Background: an optimization exercise with open tools, aiming at small area and a short achievable clock period. Do not read the settings as production practice.
The RTL was checked by simulation tests, not by an equivalence proof against the original design.
The flow treats the clock pin as an ideal source. Dropping or thinning the clock tree relies on that and would not hold on a real chip.

==> flow/design.v (excerpt) <==
module present_redundant_ctrl (
    input  logic        clk_i,
    input  logic        rst,
    input  logic        start_i,
    input  logic [63:0] data_i,
    input  logic [79:0] key_i,
    output logic        ready_o,
    output logic [63:0] data_o,
    output logic        data_o_valid,
    input  logic        cointoss,
    input  logic        clr_alarm_i,
    output logic        fault_o,
    output logic        alarm_o,
    output logic [7:0]  fault_cnt_o
);
Size: ~1000 cells after synthesis, about 240 flip-flops, about 230 I/O pins, roughly 11000 sq um of cells after synthesis.
Settings: LEC_CHECK=0, CAP_MARGIN=20, CORE_MARGIN=2, CORE_UTILIZATION=40, SETUP_SLACK_MARGIN=2.2, SLEW_MARGIN=20; clock period 4.0 ns.
standard.sh (not shown) runs the stock make flow with config.mk's settings and CLKGATE_MAP_FILE= SYNTH_SCRIPT=/design/flow/synth_recipe.tcl, a recipe that flattens the netlist after the stock synthesis.
==> flow/flow/run.sh <==
#!/bin/bash
export BUFFER_PORTS_ARGS="-buffer_cell sky130_fd_sc_hd__buf_1"
export POST_GLOBAL_PLACE_TCL="$PWD/flow/port_buffers.tcl"
export PRE_CTS_TCL="$PWD/flow/manual_cts.tcl"
export MANUAL_CTS_PER_LEAF=24
bash standard.sh > standard.log 2>&1
exit $?
==> flow/flow/manual_cts.tcl <==
# Two-level clock tree built by hand: the clock port drives one root buffer,
# which drives one leaf buffer per cluster of nearby flip-flops.
proc manual_cts {{per_leaf 28} {leaf_master sky130_fd_sc_hd__clkbuf_16} {root_master sky130_fd_sc_hd__clkbuf_16} {use_root 1} {nroots 1}} {
  set db [ord::get_db]
  set block [ord::get_db_block]
  set clknet [$block findNet clk_i]
  set sinks {}
  foreach it [$clknet getITerms] { lappend sinks $it }
  set n [llength $sinks]
  set k [expr {int(ceil(double($n) / $per_leaf))}]
  # sink locations
  set pts {}
  foreach it $sinks {
    set inst [$it getInst]
    set bb [$inst getBBox]
    lappend pts [list [expr {([$bb xMin] + [$bb xMax]) / 2.0}] [expr {([$bb yMin] + [$bb yMax]) / 2.0}]]
  }
  # k-means, seeded along the sorted x+y order
  set order [lsort -real -indices [lmap p $pts {expr {[lindex $p 0] + [lindex $p 1]}}]]
  set cents {}
  for {set c 0} {$c < $k} {incr c} {
    lappend cents [lindex $pts [lindex $order [expr {int(($c + 0.5) * $n / $k)}]]]
  }
  for {set iter 0} {$iter < 50} {incr iter} {
    # balanced assignment: each cluster takes at most per_leaf sinks, nearest first
    set pairs {}
    for {set i 0} {$i < $n} {incr i} {
      set p [lindex $pts $i]
      for {set c 0} {$c < $k} {incr c} {
        set q [lindex $cents $c]
        lappend pairs [list [expr {abs([lindex $p 0]-[lindex $q 0]) + abs([lindex $p 1]-[lindex $q 1])}] $i $c]
      }
    }
    set pairs [lsort -real -index 0 $pairs]
    set assign [lrepeat $n -1]
    set cnt [lrepeat $k 0]
    foreach pr $pairs {
      lassign $pr d i c
      if {[lindex $assign $i] >= 0} continue
      if {[lindex $cnt $c] >= $per_leaf} continue
      lset assign $i $c
      lset cnt $c [expr {[lindex $cnt $c] + 1}]
    }
    set sx [lrepeat $k 0.0]; set sy [lrepeat $k 0.0]
    for {set i 0} {$i < $n} {incr i} {
      set c [lindex $assign $i]
      lset sx $c [expr {[lindex $sx $c] + [lindex $pts $i 0]}]
      lset sy $c [expr {[lindex $sy $c] + [lindex $pts $i 1]}]
    }
    set newc {}
    for {set c 0} {$c < $k} {incr c} {
      set m [lindex $cnt $c]
      if {$m == 0} { lappend newc [lindex $cents $c] } else {
        lappend newc [list [expr {[lindex $sx $c] / $m}] [expr {[lindex $sy $c] / $m}]]
      }
    }
    set cents $newc
  }
  set lm [$db findMaster $leaf_master]
  set rm [$db findMaster $root_master]
  # leaf c is driven by root rootof(c); the roots split the leaves by angle around
  # their common centre, so each root serves a compact group of leaves
  set mx 0.0; set my 0.0
  foreach q $cents { set mx [expr {$mx + [lindex $q 0]}]; set my [expr {$my + [lindex $q 1]}] }
  set mx [expr {$mx / $k}]; set my [expr {$my / $k}]
  set ang {}
  for {set c 0} {$c < $k} {incr c} {
    lappend ang [expr {atan2([lindex $cents $c 1] - $my, [lindex $cents $c 0] - $mx)}]
  }
  set byang [lsort -real -indices $ang]
  if {!$use_root} { set nroots 0 }
  for {set j 0} {$j < [llength $byang]} {incr j} {
    set c [lindex $byang $j]
    set rootof($c) [expr {$nroots > 0 ? ($j * $nroots) / $k : 0}]
  }
  if {$nroots == 0} {
    set rootnet(0) $clknet
  } else {
    for {set r 0} {$r < $nroots} {incr r} {
      set rx 0.0; set ry 0.0; set m 0
      for {set c 0} {$c < $k} {incr c} {
        if {$rootof($c) != $r} continue
        set rx [expr {$rx + [lindex $cents $c 0]}]; set ry [expr {$ry + [lindex $cents $c 1]}]; incr m
      }
      set root [odb::dbInst_create $block $rm "mcts_root_$r"]
      $root setLocation [expr {int($rx / $m)}] [expr {int($ry / $m)}]
      $root setPlacementStatus PLACED
      set rootnet($r) [odb::dbNet_create $block "mcts_root_net_$r"]
      $rootnet($r) setSigType CLOCK
      [$root findITerm A] connect $clknet
      [$root findITerm X] connect $rootnet($r)
    }
  }
  for {set c 0} {$c < $k} {incr c} {
    set leaf [odb::dbInst_create $block $lm "mcts_leaf_$c"]
    $leaf setLocation [expr {int([lindex $cents $c 0])}] [expr {int([lindex $cents $c 1])}]
    $leaf setPlacementStatus PLACED
    set net [odb::dbNet_create $block "mcts_leaf_net_$c"]
    $net setSigType CLOCK
    [$leaf findITerm A] connect $rootnet($rootof($c))
    [$leaf findITerm X] connect $net
    set leafnets($c) $net
  }
  for {set i 0} {$i < $n} {incr i} {
    set it [lindex $sinks $i]
    $it disconnect
    $it connect $leafnets([lindex $assign $i])
  }
  puts "manual_cts: $n sinks, $k leaf buffers, counts [lsort -integer $cnt]"
}

# Sourced by ORFS as PRE_CTS_TCL: the CTS step builds the tree above instead of
# running TritonCTS; the rest of the CTS step (legalization, timing repair) is kept.
rename clock_tree_synthesis tritoncts_unused
proc clock_tree_synthesis {args} {
  manual_cts $::env(MANUAL_CTS_PER_LEAF) sky130_fd_sc_hd__clkbuf_16 sky130_fd_sc_hd__clkbuf_16 1 4
  set_propagated_clock [all_clocks]
}
==> flow/flow/port_buffers.tcl <==
# Sourced by ORFS as POST_GLOBAL_PLACE_TCL, after buffer_ports gave every port a
# buf_1: the output port buffers, which drive the pins' loads, become buf_2.
set block [ord::get_db_block]
foreach bterm [$block getBTerms] {
  if {[$bterm getIoType] ne "OUTPUT"} continue
  set net [$bterm getNet]
  if {$net eq "NULL"} continue
  foreach it [$net getITerms] {
    if {![$it isOutputSignal]} continue
    set inst [$it getInst]
    if {[[$inst getMaster] getName] eq "sky130_fd_sc_hd__buf_1"} {
      replace_cell [get_cells [$inst getName]] sky130_fd_sc_hd__buf_2
    }
  }
}
The first run went through all stages and came out clean.
Change:
==> flow/flow/run.sh (replaced) <==
#!/bin/bash
export BUFFER_PORTS_ARGS="-buffer_cell sky130_fd_sc_hd__buf_1"
export PRE_CTS_TCL="$PWD/flow/manual_cts.tcl"
export MANUAL_CTS_PER_LEAF=24
bash standard.sh > standard.log 2>&1
exit $?
PLACE_DENSITY = 0.9   (was default)
removed: flow/flow/port_buffers.tcl
Cell count came out lower by 0.51%.
Routed wire length came out lower by about 1.4%.
Global-route usage came out lower by 0.55 points.
Utilization came out lower by 0.49 points.
Change:
--- a/flow/flow/manual_cts.tcl
+++ b/flow/flow/manual_cts.tcl
@@ -1,5 +1,5 @@
 # Two-level clock tree built by hand: the clock port drives one root buffer,
 # which drives one leaf buffer per cluster of nearby flip-flops.
-proc manual_cts {{per_leaf 28} {leaf_master sky130_fd_sc_hd__clkbuf_16} {root_master sky130_fd_sc_hd__clkbuf_16} {use_root 1} {nroots 1}} {
+proc manual_cts {{per_leaf 28} {leaf_master sky130_fd_sc_hd__clkbuf_16} {root_master sky130_fd_sc_hd__clkbuf_16}} {
   set db [ord::get_db]
   set block [ord::get_db_block]
@@ -59,37 +59,15 @@
   set lm [$db findMaster $leaf_master]
   set rm [$db findMaster $root_master]
-  # leaf c is driven by root rootof(c); the roots split the leaves by angle around
-  # their common centre, so each root serves a compact group of leaves
-  set mx 0.0; set my 0.0
-  foreach q $cents { set mx [expr {$mx + [lindex $q 0]}]; set my [expr {$my + [lindex $q 1]}] }
-  set mx [expr {$mx / $k}]; set my [expr {$my / $k}]
-  set ang {}
-  for {set c 0} {$c < $k} {incr c} {
-    lappend ang [expr {atan2([lindex $cents $c 1] - $my, [lindex $cents $c 0] - $mx)}]
-  }
-  set byang [lsort -real -indices $ang]
-  if {!$use_root} { set nroots 0 }
-  for {set j 0} {$j < [llength $byang]} {incr j} {
-    set c [lindex $byang $j]
-    set rootof($c) [expr {$nroots > 0 ? ($j * $nroots) / $k : 0}]
-  }
-  if {$nroots == 0} {
-    set rootnet(0) $clknet
-  } else {
-    for {set r 0} {$r < $nroots} {incr r} {
-      set rx 0.0; set ry 0.0; set m 0
-      for {set c 0} {$c < $k} {incr c} {
-        if {$rootof($c) != $r} continue
-        set rx [expr {$rx + [lindex $cents $c 0]}]; set ry [expr {$ry + [lindex $cents $c 1]}]; incr m
-      }
-      set root [odb::dbInst_create $block $rm "mcts_root_$r"]
-      $root setLocation [expr {int($rx / $m)}] [expr {int($ry / $m)}]
-      $root setPlacementStatus PLACED
-      set rootnet($r) [odb::dbNet_create $block "mcts_root_net_$r"]
-      $rootnet($r) setSigType CLOCK
-      [$root findITerm A] connect $clknet
-      [$root findITerm X] connect $rootnet($r)
-    }
-  }
+  # root buffer at the centre of the leaf buffers
+  set rx 0.0; set ry 0.0
+  foreach q $cents { set rx [expr {$rx + [lindex $q 0]}]; set ry [expr {$ry + [lindex $q 1]}] }
+  set rx [expr {int($rx / $k)}]; set ry [expr {int($ry / $k)}]
+  set root [odb::dbInst_create $block $rm "mcts_root"]
+  $root setLocation $rx $ry
+  $root setPlacementStatus PLACED
+  set rootnet [odb::dbNet_create $block "mcts_root_net"]
+  $rootnet setSigType CLOCK
+  [$root findITerm A] connect $clknet
+  [$root findITerm X] connect $rootnet
   for {set c 0} {$c < $k} {incr c} {
     set leaf [odb::dbInst_create $block $lm "mcts_leaf_$c"]
@@ -98,5 +76,5 @@
     set net [odb::dbNet_create $block "mcts_leaf_net_$c"]
     $net setSigType CLOCK
-    [$leaf findITerm A] connect $rootnet($rootof($c))
+    [$leaf findITerm A] connect $rootnet
     [$leaf findITerm X] connect $net
     set leafnets($c) $net
@@ -114,5 +92,5 @@
 rename clock_tree_synthesis tritoncts_unused
 proc clock_tree_synthesis {args} {
-  manual_cts $::env(MANUAL_CTS_PER_LEAF) sky130_fd_sc_hd__clkbuf_16 sky130_fd_sc_hd__clkbuf_16 1 4
+  manual_cts $::env(MANUAL_CTS_PER_LEAF)
   set_propagated_clock [all_clocks]
 }
PLACE_DENSITY = default   (was 0.9)
SETUP_SLACK_MARGIN = 2.0   (was 2.2)
After rerunning: Die area is unchanged. Setup slack gets worse by 0.14 ns. Design area went down by 0.88%. Hold slack stays flat. Flip-flop and latch count is unchanged. Fmax went down by 7.2%.
No run of this note takes its clock network from TritonCTS; it comes from the design's own scripts or RTL.

## separate check: timing with driven ports
The flow's constraints put no driver on any port. The routed layouts listed below were extracted and timed again, unchanged, in two steps.
Step 1, drivers: a clkbuf_16 drives clk_i and a buf_2 each remaining input, both assumed.
Step 2, shift: input delay + t, output delay - t, t = (earliest + latest rising clock arrival at the registers) / 2. This alone moves slack from input paths to output paths.
Slacks: no drivers / after step 1 / after step 2; pairs: no drivers / after step 1.
run | t (ns) | slack for setup (ns) | worst data-port slew with drivers (ns)
the first run | 0.399 | 2.271 / 2.201 / 2.247 | 0.04
the second run | 0.386 | 2.219 / 2.200 / 2.219 | 0.07
the third run | 0.467 | 2.081 / 2.081 / 2.081 | 0.05
After both steps every run listed still meets setup and hold. The setup slack of the first run, which loses most, moves by -0.070 ns with the drivers and by -0.024 ns with both steps.
